Source: an optimization exercise on an open RTL-to-GDS flow (aim: small area). Production flows keep margins and buffers that such runs may drop. At most, simulation tests tie the RTL to the original design; equivalence was not proved. Power is estimated from default activity; no workload was simulated.

Design cluster_centroid_n, start of the top module:
module cluster_centroid_n #(
  parameter int IMG_WIDTH    = 640,
  parameter int IMG_HEIGHT   = 480,
  parameter int NUM_CLUSTERS = 3,
  parameter int COLOR_W      = 12,
  parameter int DIST_THRESH  = 64,
  parameter int MIN_COUNT    = 4,
  localparam int XW = $clog2(IMG_WIDTH),
  localparam int YW = $clog2(IMG_HEIGHT),
  localparam int IW = (NUM_CLUSTERS > 1) ? $clog2(NUM_CLUSTERS) : 1
) (
  input  logic                         clk,
  input  logic                         rst,
  input  logic signed [COLOR_W-1:0]    pixel_r,
  input  logic signed [COLOR_W-1:0]    pixel_g,
  input  logic signed [COLOR_W-1:0]    pixel_b,
  input  logic                         pixel_valid,
  input  logic [XW-1:0]                x,
  input  logic [YW-1:0]                y,
  input  logic                         ref_wr_en,
  input  logic [IW-1:0]                ref_wr_idx,
  input  logic signed [COLOR_W-1:0]    ref_wr_r,
  input  logic signed [COLOR_W-1:0]    ref_wr_g,
  input  logic signed [COLOR_W-1:0]    ref_wr_b,
  output logic [NUM_CLUSTERS*XW-1:0]   centroid_x,
  output logic [NUM_CLUSTERS*YW-1:0]   centroid_y,
  output logic [NUM_CLUSTERS-1:0]      found,
  output logic                         frame_done,
  output logic                         busy,
  output logic                         overrun
);
Size: ~160 I/O pins.
Settings: LEC_CHECK=0, CAP_MARGIN=20, CORE_MARGIN=2, CORE_UTILIZATION=60, CTS_CLUSTER_DIAMETER=100, CTS_CLUSTER_SIZE=30, GPL_TIMING_DRIVEN=0, SLEW_MARGIN=20; clock period 8.0 ns.
run.sh (not shown) runs the stock make flow with config.mk's settings and CLKGATE_MAP_FILE= SYNTH_SCRIPT=/design/flow/synth_recipe.tcl, a recipe that flattens the netlist after the stock synthesis.
Rerun with:
--- a/flow/design.v
+++ b/flow/design.v
@@ -36,30 +36,40 @@
   localparam int NDIV  = 2 * NUM_CLUSTERS;
   localparam int CH_W  = NDIV * SUM_W;            
   localparam logic [SW-1:0] LOAD_SEL = SW'(NDIV);
   localparam logic [BW-1:0] LAST_BIT = BW'(SUM_W - 1);
   function automatic logic [7:0] chan_dist(
     input logic [COLOR_W-1:0] a,
-    input logic [COLOR_W-1:0] b
+    input logic [COLOR_W-1:0] nb
   );
-    logic [COLOR_W:0] u;
-    logic c, ok;
-    c = 1'b0;
-    for (int i = 0; i <= COLOR_W; i++) begin
+    logic [6:0] l;
+    logic [5:0] xh;
+    logic c, cx, x0, x1, xm1, hz, hm;
+    c = 1'b1;
+    for (int i = 0; i < 7; i++) begin
+      l[i] = a[i] ^ nb[i] ^ c;
+      c = (a[i] & nb[i]) | (a[i] & c) | (nb[i] & c);
+    end
+    cx = 1'b1;
+    for (int i = 0; i < 6; i++) begin
       logic ai, bi;
-      ai = ~a[i >= COLOR_W ? COLOR_W-1 : i];
-      bi = b[i >= COLOR_W ? COLOR_W-1 : i];
-      u[i] = ai ^ bi ^ c;
-      c = (ai & bi) | (ai & c) | (bi & c);
-    end
-    ok = (u[COLOR_W:7] == '1 && (u[6] || u[5:0] == '1)) || (u[COLOR_W:7] == '0 && !u[6]);
-    chan_dist = {ok, ~u[6], u[5:0] ^ {6{u[6]}}};
+      ai = a[i > 4 ? COLOR_W-1 : 7 + i];
+      bi = nb[i > 4 ? COLOR_W-1 : 7 + i];
+      xh[i] = ai ^ bi ^ cx;
+      cx = (ai & bi) | (ai & cx) | (bi & cx);
+    end
+    x0  = xh[5:1] == '0 && !xh[0];
+    x1  = xh[5:1] == '0 && xh[0];
+    xm1 = xh[5:1] == '1 && xh[0];
+    hz  = c ? x0 : x1;    
+    hm  = c ? xm1 : x0;   
+    chan_dist = {(hz && (!l[6] || l[5:0] == '0)) || (hm && l[6]), l[6], l[5:0] ^ {6{l[6]}}};
   endfunction
-  logic signed [COLOR_W-1:0] r_ref_r [NUM_CLUSTERS];
-  logic signed [COLOR_W-1:0] r_ref_g [NUM_CLUSTERS];
-  logic signed [COLOR_W-1:0] r_ref_b [NUM_CLUSTERS];
+  logic [COLOR_W-1:0] r_ref_r [NUM_CLUSTERS];
+  logic [COLOR_W-1:0] r_ref_g [NUM_CLUSTERS];
+  logic [COLOR_W-1:0] r_ref_b [NUM_CLUSTERS];
   logic [7:0]              w_d  [NUM_CLUSTERS];
   logic [NUM_CLUSTERS-1:0] w_in;
   logic [NUM_CLUSTERS-1:0] w_cls;
   logic [NUM_CLUSTERS-1:0] r_hit;
   logic                    r_eof, r_s2_eof;
   logic [XW-1:0]           r_x;
@@ -85,22 +95,22 @@
   logic [NUM_CLUSTERS*YW-1:0] r_centroid_y;
   logic [NUM_CLUSTERS-1:0]    r_found;
   logic                       r_frame_done, r_overrun;
   always_ff @(posedge clk) begin
     if (rst) begin
       for (int k = 0; k < NUM_CLUSTERS; k++) begin
-        r_ref_r[k] <= COLOR_W'(50  + 450 * k);
-        r_ref_g[k] <= COLOR_W'(100 + 450 * k);
-        r_ref_b[k] <= COLOR_W'(150 + 450 * k);
+        r_ref_r[k] <= ~COLOR_W'(50  + 450 * k);
+        r_ref_g[k] <= ~COLOR_W'(100 + 450 * k);
+        r_ref_b[k] <= ~COLOR_W'(150 + 450 * k);
       end
     end else begin
       for (int k = 0; k < NUM_CLUSTERS; k++) begin
         if (ref_wr_en && ref_wr_idx == IW'(k)) begin
-          r_ref_r[k] <= ref_wr_r;
-          r_ref_g[k] <= ref_wr_g;
-          r_ref_b[k] <= ref_wr_b;
+          r_ref_r[k] <= ~ref_wr_r;
+          r_ref_g[k] <= ~ref_wr_g;
+          r_ref_b[k] <= ~ref_wr_b;
         end
       end
     end
   end
   always_comb begin
     for (int k = 0; k < NUM_CLUSTERS; k++) begin
The new run finished clean. Synthesized area grows by 0.50%. Worst setup slack improved by 52 ps. Clock-buffer cell count goes down by 1. Utilization came out higher by 0.51 points. Total power came out higher by 7.3%. Via count came out higher by 0.44%.
Only the layout flow was run in the second run of this note; the RTL was not checked for function there.

-- static timing again, ports no longer ideal --
How much do the figures lean on ideal ports? The routed layouts below were timed once more, with nothing changed but the port constraints. Step 1 assumes that a clkbuf_16 drives the clock port and a buf_2 every other input. Step 2 also shifts input and output timing later by t, the mid clock arrival at the registers, as if the neighbouring blocks saw the same clock. a / b / c = no drivers / after step 1 / after step 2; a / b = the first two.
| run | shift t [ns] | slack for setup (ns) | worst hold slack (ns) | worst setup path after step 2 | worst register clock-pin slew, ns |
|---|---|---|---|---|---|
| the first run | 0.661 | 0.077 / 0.112 / -0.549 | 0.350 / 0.350 / 0.350 | input to register | 0.12 / 0.12 |
| the second run | 0.649 | 0.129 / 0.165 / -0.484 | 0.337 / 0.337 / 0.337 | input to register | 0.12 / 0.12 |
Met with ideal ports but missed after step 2: setup timing in the first run and the second run. For the first run, which loses most, drivers alone change the setup slack by +0.035 ns; drivers and shift together by -0.626 ns.
